This design comes from an exercise in tuning for small area and a short achievable clock period on the open sky130 flow, not from production work.
Function was checked by simulation only, so behaviour that the tests miss may differ from the original.
No activity file was given, so power comes from the tool's default toggle rates.

==> flow/design.v <==
`default_nettype none
package neoBusPkg;
  localparam int addrWidth = 18;
  localparam int dataWidth = 8;
  localparam logic [1:0] regionVirtual = 2'd0;
  localparam logic [1:0] regionDelta   = 2'd1;
  localparam logic [1:0] regionRaw     = 2'd2;
  localparam logic [1:0] regionReg     = 2'd3;
  localparam logic [3:0] regMaxLo  = 4'd0;
  localparam logic [3:0] regMaxHi  = 4'd1;
  localparam logic [3:0] regCtrl   = 4'd2;
  localparam logic [3:0] regStatus = 4'd3;
  localparam int ctrlInitBit  = 0;
  localparam int ctrlLimitBit = 1;
  localparam int ctrlRunBit   = 2;
  localparam int ctrlLoopBit  = 3;
  localparam int ctrl32Bit    = 4;
endpackage
`default_nettype wire
`default_nettype none
package neoPixelPkg;
  localparam int bufferEnd  = 255;
  localparam int bufferBits = 8;
  localparam int virtualEnd  = 63;
  localparam int virtualBits = 6;
  localparam int maxBits = 13;  
  typedef union packed {
    logic [15:0] raw;
    struct packed {
      logic [13:0] slot;
      logic [1:0]  lowBits;
    } pixel;
  } deltaEntry;
  localparam int bitPeriod = 8;
  localparam int highZero  = 2;
  localparam int highOne   = 5;
  localparam int resetGap  = 40;
  localparam int fifoDepth    = 4;
  localparam int encoderSlots = 1;
endpackage
`default_nettype wire
`timescale 1ns/1ps
`default_nettype none
module pixelRam #(
  parameter int dataBits  = 8,
  parameter int depthBits = 8
) (
  input  wire                 busClk,
  input  wire [depthBits-1:0] rdAddr,
  output logic [dataBits-1:0] rdData,
  input  wire                 wrEn,
  input  wire [depthBits-1:0] wrAddr,
  input  wire [dataBits-1:0]  wrData
);
  logic [dataBits-1:0] mem [2**depthBits];
  always_ff @(posedge busClk) begin
    if (wrEn) begin
      mem[wrAddr] <= wrData;
    end
    rdData <= mem[rdAddr];  
  end
endmodule
`default_nettype wire
`timescale 1ns/1ps
`default_nettype none
module neoRegisters (
  input  wire                                busClk,
  input  wire                                arstN,
  input  wire [neoBusPkg::addrWidth-1:0]     busAddr,
  input  wire [neoBusPkg::dataWidth-1:0]     busDataIn,
  input  wire                                busWrite,
  input  wire                                busRead,
  output logic [neoBusPkg::dataWidth-1:0]    busDataOut,
  output logic                               busReady,
  input  wire [neoPixelPkg::bufferBits-1:0]  pixelIx,
  output logic [7:0]                         pixelByte,
  input  wire                                frameDone,
  input  wire                                busy,
  output logic [neoPixelPkg::maxBits-1:0]    regMax,
  output logic                               regLimit,
  output logic                               regRun
);
  logic [1:0] region;
  logic [3:0] regIx;
  logic       virtualPending;  
  logic [1:0] virtualChan;
  logic [7:0] deltaLow;
  logic [15:0] deltaWord;
  neoPixelPkg::deltaEntry entry;
  logic [neoPixelPkg::virtualBits-1:0] deltaRdAddr;
  logic [neoPixelPkg::bufferBits-1:0]  pixelWrAddr;
  logic [neoPixelPkg::bufferBits-1:0]  mappedIx;
  logic pixelWrEn;
  logic deltaWrEn;
  logic ctrlInit;
  logic ctrlLimit;
  logic ctrlRun;
  logic ctrlLoop;
  logic ctrl32;
  logic [neoBusPkg::dataWidth-1:0] ctrlWord;
  assign region = busAddr[neoBusPkg::addrWidth-1 -: 2];
  assign regIx  = busAddr[3:0];
  assign deltaRdAddr = ctrl32 ? busAddr[neoPixelPkg::virtualBits+1:2]
                              : busAddr[neoPixelPkg::virtualBits-1:0];
  assign entry    = deltaWord;
  assign mappedIx = ctrl32 ? {entry.pixel.slot[neoPixelPkg::bufferBits-3:0], virtualChan}
                           : entry.raw[neoPixelPkg::bufferBits-1:0];
  assign pixelWrEn   = virtualPending || (busWrite && region == neoBusPkg::regionRaw);
  assign pixelWrAddr = virtualPending ? mappedIx : busAddr[neoPixelPkg::bufferBits-1:0];
  assign deltaWrEn = busWrite && region == neoBusPkg::regionDelta && busAddr[0];  
  assign busReady = ~virtualPending;
  assign regLimit = ctrlLimit;
  assign regRun   = ctrlRun & ~frameDone;  
  always_comb begin
    ctrlWord = '0;
    ctrlWord[neoBusPkg::ctrlInitBit]  = ctrlInit;
    ctrlWord[neoBusPkg::ctrlLimitBit] = ctrlLimit;
    ctrlWord[neoBusPkg::ctrlRunBit]   = ctrlRun;
    ctrlWord[neoBusPkg::ctrlLoopBit]  = ctrlLoop;
    ctrlWord[neoBusPkg::ctrl32Bit]    = ctrl32;
  end
  pixelRam #(.dataBits(8), .depthBits(neoPixelPkg::bufferBits)) pixelBuf (
    .busClk (busClk),
    .rdAddr (pixelIx),
    .rdData (pixelByte),
    .wrEn   (pixelWrEn),
    .wrAddr (pixelWrAddr),
    .wrData (busDataIn)
  );
  pixelRam #(.dataBits(16), .depthBits($clog2(neoPixelPkg::virtualEnd + 1))) deltaBuf (
    .busClk (busClk),
    .rdAddr (deltaRdAddr),
    .rdData (deltaWord),
    .wrEn   (deltaWrEn),
    .wrAddr (busAddr[neoPixelPkg::virtualBits:1]),
    .wrData ({busDataIn, deltaLow})
  );
  always_ff @(posedge busClk or negedge arstN) begin
    if (!arstN) begin
      virtualPending <= 1'b0;
      regMax         <= '0;
      ctrlInit       <= 1'b0;
      ctrlLimit      <= 1'b0;
      ctrlRun        <= 1'b0;
      ctrlLoop       <= 1'b0;
      ctrl32         <= 1'b0;
    end else begin
      virtualPending <= busWrite && region == neoBusPkg::regionVirtual;
      if (frameDone) ctrlRun <= ctrlLoop;  
      if (ctrlInit) begin
        ctrlInit  <= 1'b0;
        ctrlLimit <= 1'b0;
        ctrlRun   <= 1'b0;
        ctrlLoop  <= 1'b0;
        ctrl32    <= 1'b0;
      end
      if (busWrite && region == neoBusPkg::regionReg) begin
        case (regIx)
          neoBusPkg::regMaxLo: regMax[7:0] <= busDataIn;
          neoBusPkg::regMaxHi: regMax[neoPixelPkg::maxBits-1:8] <=
                                 busDataIn[neoPixelPkg::maxBits-9:0];
          neoBusPkg::regCtrl: begin
            ctrlInit  <= busDataIn[neoBusPkg::ctrlInitBit];
            ctrlLimit <= busDataIn[neoBusPkg::ctrlLimitBit];
            ctrlRun   <= busDataIn[neoBusPkg::ctrlRunBit];
            ctrlLoop  <= busDataIn[neoBusPkg::ctrlLoopBit];
            ctrl32    <= busDataIn[neoBusPkg::ctrl32Bit];
          end
          default: ;  
        endcase
      end
    end
  end
  always_ff @(posedge busClk) begin
    if (busWrite && region == neoBusPkg::regionVirtual) begin
      virtualChan <= busAddr[1:0];
    end
    if (busWrite && region == neoBusPkg::regionDelta && !busAddr[0]) begin
      deltaLow <= busDataIn;  
    end
    if (busRead) begin
      if (region == neoBusPkg::regionReg) begin
        case (regIx)
          neoBusPkg::regMaxLo:  busDataOut <= regMax[7:0];
          neoBusPkg::regMaxHi:  busDataOut <= {3'b000, regMax[neoPixelPkg::maxBits-1:8]};
          neoBusPkg::regCtrl:   busDataOut <= ctrlWord;
          neoBusPkg::regStatus: busDataOut <= {{(neoBusPkg::dataWidth-1){1'b0}}, busy};
          default:              busDataOut <= '0;
        endcase
      end else begin
        busDataOut <= '1;  
      end
    end
  end
endmodule
`default_nettype wire
`timescale 1ns/1ps
`default_nettype none
module pixelFetcher (
  input  wire                               busClk,
  input  wire                               arstN,
  input  wire                               regRun,
  input  wire                               regLimit,
  input  wire [neoPixelPkg::maxBits-1:0]    regMax,
  output logic [neoPixelPkg::bufferBits-1:0] pixelIx,
  input  wire [7:0]                         pixelByte,
  output logic                              busy,
  output logic                              linkValid,
  output logic [7:0]                        linkData,
  output logic                              linkLast,
  input  wire                               linkCredit
);
  typedef enum logic [1:0] {sIdle, sFetch, sWait} fetchState;
  fetchState state;
  logic [neoPixelPkg::bufferBits-1:0] ix;
  logic [2:0] credits;    
  logic readPending;      
  logic lastPending;
  logic atLast;
  logic issue;
  assign atLast = (ix == neoPixelPkg::bufferBits'(neoPixelPkg::bufferEnd)) ||
                  (regLimit && neoPixelPkg::maxBits'(ix) == regMax);
  assign issue = state == sFetch && regRun && credits != 3'd0 && !readPending;
  assign pixelIx    = ix;
  assign busy       = state != sIdle;
  assign linkValid = readPending;
  assign linkData  = pixelByte;
  assign linkLast  = lastPending;
  always_ff @(posedge busClk or negedge arstN) begin
    if (!arstN) begin
      state       <= sIdle;
      ix          <= '0;
      credits     <= 3'(neoPixelPkg::fifoDepth);
      readPending <= 1'b0;
      lastPending <= 1'b0;
    end else begin
      readPending <= issue;
      if (issue) lastPending <= atLast;
      credits <= credits - {2'b00, issue} + {2'b00, linkCredit};
      case (state)
        sIdle: begin
          if (regRun) begin
            state <= sFetch;
            ix    <= '0;
          end
        end
        sFetch: begin
          if (!regRun) begin
            state <= sIdle;  
          end else if (issue) begin
            if (atLast) state <= sWait;
            else ix <= ix + 1'b1;
          end
        end
        default: begin
          if (!regRun) state <= sIdle;  
        end
      endcase
    end
  end
endmodule
`default_nettype wire
`timescale 1ns/1ps
`default_nettype none
module pixelFifo (
  input  wire             busClk,
  input  wire             arstN,
  input  wire             inValid,
  input  wire [7:0]       inData,
  input  wire             inLast,
  output logic            inCredit,
  output logic            outValid,
  output logic [7:0]      outData,
  output logic            outLast,
  input  wire             outCredit
);
  logic [8:0] queue [neoPixelPkg::fifoDepth];  
  logic [1:0] wrPtr;
  logic [1:0] rdPtr;
  logic [2:0] count;
  logic [1:0] downCredits;
  logic deq;
  assign deq = count != 3'd0 && downCredits != 2'd0;
  always_ff @(posedge busClk) begin
    if (inValid) begin
      queue[wrPtr] <= {inLast, inData};  
    end
    if (deq) begin
      {outLast, outData} <= queue[rdPtr];
    end
  end
  always_ff @(posedge busClk or negedge arstN) begin
    if (!arstN) begin
      wrPtr          <= '0;
      rdPtr          <= '0;
      count          <= '0;
      downCredits    <= 2'(neoPixelPkg::encoderSlots);
      outValid  <= 1'b0;
      inCredit  <= 1'b0;
    end else begin
      if (inValid) wrPtr <= wrPtr + 1'b1;
      if (deq) rdPtr <= rdPtr + 1'b1;
      count         <= count + {2'b00, inValid} - {2'b00, deq};
      downCredits   <= downCredits - {1'b0, deq} + {1'b0, outCredit};
      outValid <= deq;
      inCredit <= deq;  
    end
  end
endmodule
`default_nettype wire
`timescale 1ns/1ps
`default_nettype none
module neoEncoder (
  input  wire             busClk,
  input  wire             arstN,
  input  wire             linkValid,
  input  wire [7:0]       linkData,
  input  wire             linkLast,
  output logic            linkCredit,
  output logic            neoData,
  output logic            frameDone
);
  typedef enum logic [1:0] {sIdle, sBits, sGap} encState;
  encState state;
  logic       slotFull;   
  logic [7:0] slotData;
  logic       slotLast;
  logic [7:0] shifter;
  logic       curLast;
  logic [2:0] phase;      
  logic [2:0] bitIx;
  logic [5:0] gapCnt;
  logic       periodEnd;
  logic       byteEnd;
  logic       load;
  assign periodEnd = state == sBits && phase == 3'(neoPixelPkg::bitPeriod - 1);
  assign byteEnd   = periodEnd && bitIx == 3'd7;
  assign load = slotFull && (state == sIdle || (byteEnd && !curLast));
  assign neoData = state == sBits &&
                   phase < (shifter[7] ? 3'(neoPixelPkg::highOne) : 3'(neoPixelPkg::highZero));
  always_ff @(posedge busClk) begin
    if (linkValid) begin
      slotData <= linkData;
      slotLast <= linkLast;
    end
    if (load) begin
      shifter <= slotData;
      curLast <= slotLast;
    end else if (periodEnd) begin
      shifter <= {shifter[6:0], 1'b0};  
    end
  end
  always_ff @(posedge busClk or negedge arstN) begin
    if (!arstN) begin
      state       <= sIdle;
      slotFull    <= 1'b0;
      phase       <= '0;
      bitIx       <= '0;
      gapCnt      <= '0;
      linkCredit <= 1'b0;
      frameDone   <= 1'b0;
    end else begin
      linkCredit <= load;  
      frameDone   <= 1'b0;
      if (load) slotFull <= 1'b0;
      else if (linkValid) slotFull <= 1'b1;
      if (load) begin
        state <= sBits;
        phase <= '0;
        bitIx <= '0;
      end else begin
        case (state)
          sBits: begin
            if (periodEnd) begin
              phase <= '0;
              bitIx <= bitIx + 1'b1;
              if (bitIx == 3'd7) begin
                state  <= curLast ? sGap : sIdle;
                gapCnt <= '0;
              end
            end else begin
              phase <= phase + 1'b1;
            end
          end
          sGap: begin
            if (gapCnt == 6'(neoPixelPkg::resetGap - 1)) begin
              state     <= sIdle;
              frameDone <= 1'b1;
            end else begin
              gapCnt <= gapCnt + 1'b1;
            end
          end
          default: ;
        endcase
      end
    end
  end
endmodule
`default_nettype wire
`timescale 1ns/1ps
`default_nettype none
module neoPixelTop (
  input  wire                             busClk,
  input  wire                             arstN,
  input  wire [neoBusPkg::addrWidth-1:0]  busAddr,
  input  wire [neoBusPkg::dataWidth-1:0]  busDataIn,
  input  wire                             busWrite,
  input  wire                             busRead,
  output wire [neoBusPkg::dataWidth-1:0]  busDataOut,
  output wire                             busReady,
  output wire                             neoData
);
  logic [neoPixelPkg::bufferBits-1:0] pixelIx;
  logic [7:0]                         pixelByte;
  logic [neoPixelPkg::maxBits-1:0]    regMax;
  logic regLimit;
  logic regRun;
  logic frameDone;
  logic busy;
  logic       fetchValid;
  logic [7:0] fetchData;
  logic       fetchLast;
  logic       fetchCredit;
  logic       encodeValid;
  logic [7:0] encodeData;
  logic       encodeLast;
  logic       encodeCredit;
  neoRegisters i_registers (
    .busClk     (busClk),
    .arstN      (arstN),
    .busAddr    (busAddr),
    .busDataIn  (busDataIn),
    .busWrite   (busWrite),
    .busRead    (busRead),
    .busDataOut (busDataOut),
    .busReady   (busReady),
    .pixelIx    (pixelIx),
    .pixelByte  (pixelByte),
    .frameDone  (frameDone),
    .busy       (busy),
    .regMax     (regMax),
    .regLimit   (regLimit),
    .regRun     (regRun)
  );
  pixelFetcher i_fetcher (
    .busClk    (busClk),
    .arstN     (arstN),
    .regRun    (regRun),
    .regLimit  (regLimit),
    .regMax    (regMax),
    .pixelIx   (pixelIx),
    .pixelByte (pixelByte),
    .busy      (busy),
    .linkValid  (fetchValid),
    .linkData   (fetchData),
    .linkLast   (fetchLast),
    .linkCredit (fetchCredit)
  );
  pixelFifo i_fifo (
    .busClk  (busClk),
    .arstN   (arstN),
    .inValid   (fetchValid),
    .inData    (fetchData),
    .inLast    (fetchLast),
    .inCredit  (fetchCredit),
    .outValid  (encodeValid),
    .outData   (encodeData),
    .outLast   (encodeLast),
    .outCredit (encodeCredit)
  );
  neoEncoder i_encoder (
    .busClk    (busClk),
    .arstN     (arstN),
    .linkValid  (encodeValid),
    .linkData   (encodeData),
    .linkLast   (encodeLast),
    .linkCredit (encodeCredit),
    .neoData   (neoData),
    .frameDone (frameDone)
  );
endmodule
`default_nettype wire
==> flow/run.sh <==
#!/bin/bash
# synth_recipe.tcl (not shown) runs the flow's synth.tcl, then flattens the netlist and writes it again
# the make line also repeats each setting of config.mk as NAME=value (left out here)
make -C /OpenROAD-flow-scripts/flow DESIGN_CONFIG=/design/flow/config.mk WORK_HOME=/design/flow/orfs CLKGATE_MAP_FILE= SYNTH_SCRIPT=/design/flow/synth_recipe.tcl finish
==> flow/config.mk <==
export PLATFORM = sky130hd
export DESIGN_NAME = neoPixelTop
export DESIGN_NICKNAME = neoPixelTop
export VERILOG_FILES = /design/flow/design.v
export SDC_FILE = /design/flow/constraint.sdc
export NUM_CORES = 4
export LEC_CHECK = 0
export CAP_MARGIN = 20
export CORE_MARGIN = 2
export CORE_UTILIZATION = 35
export SLEW_MARGIN = 20
==> flow/constraint.sdc <==
create_clock -name core_clock -period 6.0 [get_ports {busClk}]
set_input_delay 1.2000 -clock core_clock [delete_from_list [all_inputs] [get_ports {busClk}]]
set_output_delay 1.2000 -clock core_clock [all_outputs]
set_load 0.01 [all_outputs]
==> metrics.md <==
| Metric | Value |
|---|---|
| Gate Count Post-Synth | `5119` |
| Post-place setup slack | `1050 ps` |
| Number of nets still failing antenna checks after routing | `0` |
| Top-level I/O count | `40` |
| Fraction of layout cells with a size suffix above 1 | `22.0%` |
| Count of cell types in the netlist | `65` |
| Pins over their slew limit | `0` |
| Crit. End Element | `flip-flop` |
| Critical Path Slowest Stage Cell | `sky130_fd_sc_hd__a2111oi_0` |
| Routed via count | `50890` |
| Number of cells on the critical path | `7` |
| Leakage power | `0.0362 µW` |
| Clock root buffer | `sky130_fd_sc_hd__clkbuf_16` |
| Largest buffer count on any clock path | `4` |
| Number of synthesized register bits | `2718` |
| Multiplexer share of the synthesized area | `16.0%` |
| Top_reg_cell synth | `sky130_fd_sc_hd__edfxtp_1` |
| Reg-to-reg startpoint | `i_fetcher.ix[0]` |
| Number of vias per cell | `5.35` |
| Startpoint of the worst setup timing path | `i_fetcher.ix[0]` |
| Number of hold violations in the final report | `0` |
| Number of max-cap violations | `0` |
| Top Usage Layer GRT | `met2` |
| Arrival time worst endpoint | `5410 ps` |
| Biggest area consumer among synthesized cells | `sky130_fd_sc_hd__edfxtp_1` |
| Peak supply drop | `around 0.28 mV` |
| Layout overhead on the synthesized area | `13.6%` |
| Final WS setup | `between 1000 and 1500 ps` |
| Reg2reg path depth | `7` |
| Nets@finish | `~5400` |
| Area share of the leading cell type in the synthesized netlist | `74.9%` |
| Global Route Usage Sum | `16.7%` |
| Pin count of the biggest net entering global routing | `165` |
| Initial DRC count | `5535` |
| Count of flip-flops with a built-in enable after synthesis | `2641` |
| Later-pin clock latency in the skew report | `910 ps` |
| Detailed placer's ending HPWL | `around 150 mm` |
| Data required, critical path | `between 6000 and 7000 ps` |
| M2 GR Usage | `26.9%` |
| Area of the die | `0.307 mm²` |
| CTS Buf Count | `289` |
| Post-layout total power | `38900 µW` |
| Global-route wire length before repair | `375 mm` |
| Largest family of logic cells by synthesized area | `multiplexers` |
| Final critical delay including setup and external delays | `4650 ps` |
| Biggest fanout along the worst timing path | `34` |
| Period utilisation layout | `77.5%` |
| Area of the placeable core | `0.300 mm²` |
| Min Hold Slack | `about 410 ps` |
| Class of the most critical setup path | `flip-flop to flip-flop` |
| Cell row count | `roughly 200` |
| Result of the run | `no timing/DRC/antenna violations` |
| Count of buffers from port buffering | `31` |
| Cell-by-cell trace of the critical path | `buf_4 > mux4_2 > a22oi_1 > a21oi_1 > a2111oi_0 > a221oi_1 > a31o_1` |
| Number of antenna violations at the first check in global routing | `12` |
| Number of optimization iterations in the first detailed-route pass | `5` |
| Compound-Gate Fraction of Synth Area | `2.68%` |
| RSZ-0062 raised after global routing | `no` |
| Worst path bufs/invs | `1` |
| Share of synthesized cell area in and, or, nand and nor gates | `2.61%` |
| Post CTS Setup Buffer Count | `0` |
| Number of filler instances in the final layout | `about 26000` |
| Worst clock skew on the final layout | `75.2 ps` |
| Gr ovfl total | `0` |
| Async set or reset register ratio after synthesis | `2.24%` |
| Met1 usage in global routing | `22.6%` |
| Mean instance size in the synthesized netlist | `about 21 µm²` |
| Top cells by area, synth | `sky130_fd_sc_hd__edfxtp_1 (75%), sky130_fd_sc_hd__mux4_2 (12%), sky130_fd_sc_hd__mux2i_1 (3.5%)` |
| Post-detailed-route wirelength per cell | `27.3 µm` |
| Total power per unit cell area | `roughly 320 mW/mm²` |
| Global Route met3 Usage | `3.16%` |
| Floorplan die height | `between 500 and 600 µm` |
| Slew @ Worst Pin | `1310 ps` |
| Fraction of the yosys area taken by sequential cells | `76.7%` |
| TritonCTS clock tree | `built` |
| Post-Syn Area | `approximately 0.11 mm²` |
| Number of setup violations in the final report | `0` |
| DRC errors left | `0` |
| Clock H-tree levels | `5` |
| Synth Area in Adders | `less than 1%` |
| Number of clock sinks | `2718` |
| Clock-pin slew reported for the worst setup and hold paths after clock tree synthesis | `60 ps` |
| Net count of the mapped netlist | `5172` |
| Post-CTS Hold Buffers | `0` |
| Class of the tightest hold or removal check | `input port to async pin` |
| Initial core utilization | `a little over a third` |
| Largest stage delay on the critical path | `approximately 1100 ps` |
| Post-detailed-routing wire length | `259 mm` |
| Max Freq | `about 220 MHz` |
| Slew headroom | `roughly 11%` |
| Total Neg Setup Slack | `0 ps` |
| Worst Setup Start Kind | `flip-flop` |
| Cell class contributing the biggest share of worst-path delay | `compound AO/OA/AOI/OAI gates` |
| Post-cts sizing count | `0` |
| Area share of xor/xnor cells in the synthesized design | `less than 1%` |
| Number of global-route vias before repair | `about 52000` |
| Overall die width | `554 µm` |
| Number of warning messages in the yosys log | `6` |
| Final weighted congestion in routability-driven placement | `0.814` |
-- cells in the mapped netlist, types with 25 or more instances --
| cell type | instances |
|---|---|
| sky130_fd_sc_hd__edfxtp_1 | 2641 |
| sky130_fd_sc_hd__mux4_2 | 577 |
| sky130_fd_sc_hd__nor2_1 | 408 |
| sky130_fd_sc_hd__mux2i_1 | 368 |
| sky130_fd_sc_hd__nand2_1 | 150 |
| sky130_fd_sc_hd__clkbuf_1 | 143 |
| sky130_fd_sc_hd__a22oi_1 | 138 |
| sky130_fd_sc_hd__a21oi_1 | 73 |
| sky130_fd_sc_hd__buf_2 | 63 |
| sky130_fd_sc_hd__dfrtp_1 | 59 |
| sky130_fd_sc_hd__a221oi_1 | 58 |
| sky130_fd_sc_hd__o21ai_0 | 43 |
| sky130_fd_sc_hd__buf_4 | 36 |
| sky130_fd_sc_hd__inv_1 | 34 |
| sky130_fd_sc_hd__buf_6 | 25 |
-- cell families (layout without fill, tap and decap cells) --
group           count (synthesis)  in the layout
flops                        2718           2718
mux                           968            968
simple gates                  663            663
compound gates                399            399
buf+inv                       324            758
xor+xnor                       24             24
fa+ha+maj                      23             23
other cells                     0              2
-- state kept, by name, summed over array words and instances, names as in the netlist, 3 cells and up --
name and flops:
i_registers.deltaBuf.mem 512, i_encoder.phase 3, i_encoder.bitIx 3, i_registers.regMax 13
i_registers.deltaBuf.rdData 8, i_registers.deltaLow 8, i_fifo.queue 36, i_fifo.count 3
i_fetcher.ix 8, i_encoder.shifter 8, i_registers.busDataOut 8, i_fetcher.credits 3
i_fifo.outData 8, i_registers.pixelBuf.rdData 8, i_registers.pixelBuf.mem 2048, i_encoder.slotData 8
i_encoder.gapCnt 6
-- metrics by stage --
step	cells	util, %	area [µm²]
after detailed placement	9002	37.1	111000
after floorplan	5119	-	106000
final	9513	40.1	120000
after CTS	9510	40.0	120000
after global routing	9512	40.1	120000
after global placement	9002	37.1	111000
-- power by group --
group	switching [µW]	internal (µW)	total, µW
combinational	759	344	1100
clock	7320	9600	16900
sequential	41.4	20800	20900
total	8130	30800	38900
-- cells in the final DEF, fill, tap and decap left out, types with 12 or more instances in the layout --
cell	netlist	layout
sky130_fd_sc_hd__dfxtp_1	16	16
sky130_fd_sc_hd__buf_12	0	18
sky130_fd_sc_hd__inv_6	0	12
sky130_fd_sc_hd__o22ai_1	17	17
sky130_fd_sc_hd__clkdlybuf4s50_1	0	22
sky130_fd_sc_hd__mux4_2	577	577
sky130_fd_sc_hd__mux2i_1	368	364
sky130_fd_sc_hd__edfxtp_1	2641	2641
sky130_fd_sc_hd__clkbuf_16	0	291
sky130_fd_sc_hd__clkinv_1	1	66
sky130_fd_sc_hd__inv_1	34	33
sky130_fd_sc_hd__o21ai_0	43	43
sky130_fd_sc_hd__xnor2_1	14	14
sky130_fd_sc_hd__dfrtp_1	59	54
sky130_fd_sc_hd__a21oi_1	73	73
sky130_fd_sc_hd__a221oi_1	58	58
sky130_fd_sc_hd__a22oi_1	138	138
sky130_fd_sc_hd__clkinv_2	0	42
sky130_fd_sc_hd__nand2_1	150	141
sky130_fd_sc_hd__buf_4	36	166
sky130_fd_sc_hd__clkbuf_1	143	62
sky130_fd_sc_hd__mux2_2	23	23
sky130_fd_sc_hd__nor2_1	408	406
sky130_fd_sc_hd__nand3_1	20	20
sky130_fd_sc_hd__ha_1	21	21
sky130_fd_sc_hd__bufinv_16	0	14
-- layer usage --
metal	routed length [µm]	up-vias
met5	72	-
met4	9030	12
met3	18700	470
met2	124000	1870
met1	107000	27012
li1	-	21526
-- final cells by class --
| cell class | count | area, µm² | area share [%] |
|---|---|---|---|
| Antenna cell | 2 | 5.00 | 0.00416 |
| Clock buffer | 356 | 7560 | 6.28 |
| Clock inverter | 152 | 1310 | 1.09 |
| Inverter | 35 | 131 | 0.109 |
| Multi-Input combinational cell | 2077 | 23200 | 19.3 |
| Sequential cell | 2718 | 81200 | 67.5 |
| Tap cell | 3958 | 4950 | 4.12 |
| Timing Repair Buffer | 215 | 1970 | 1.64 |
-- final timing paths --
path / to / slack, ps
worst max-delay path: i_registers.pixelBuf.rdData[7] / 1350
worst min-delay path: i_encoder.bitIx[2] / 410
worst max register to register: i_registers.pixelBuf.rdData[7] / 1350
worst min register to register: i_encoder.slotData[0] / 410
max in group asynchronous: i_fetcher.ix[2] / 4950
min in group core_clock: i_encoder.slotData[0] / 410

## what the ideal ports hide
The flow's constraints put no driver on any port. The routed layout listed below was extracted and timed again, unchanged, in two steps. Step 1, drivers: a clkbuf_16 drives busClk and a buf_2 each remaining input, both assumed. Step 2 adds t to the input delays and takes it off the output delays; t is the mean of the earliest and latest rising clock arrival at the registers after step 1. Input paths then give back, and output paths get back, about the clock's delay inside the block. a / b / c = ideal ports / drivers / drivers and shift; a / b = the first two.
shift t [ns]: 0.984
slack for setup (ns): 1.351 / 1.351 / 0.848
cell pins on the clock port's net: 1
After both steps this run still meets setup and hold. For this run, drivers alone change the setup slack by 0.000 ns; drivers and shift together by -0.503 ns.
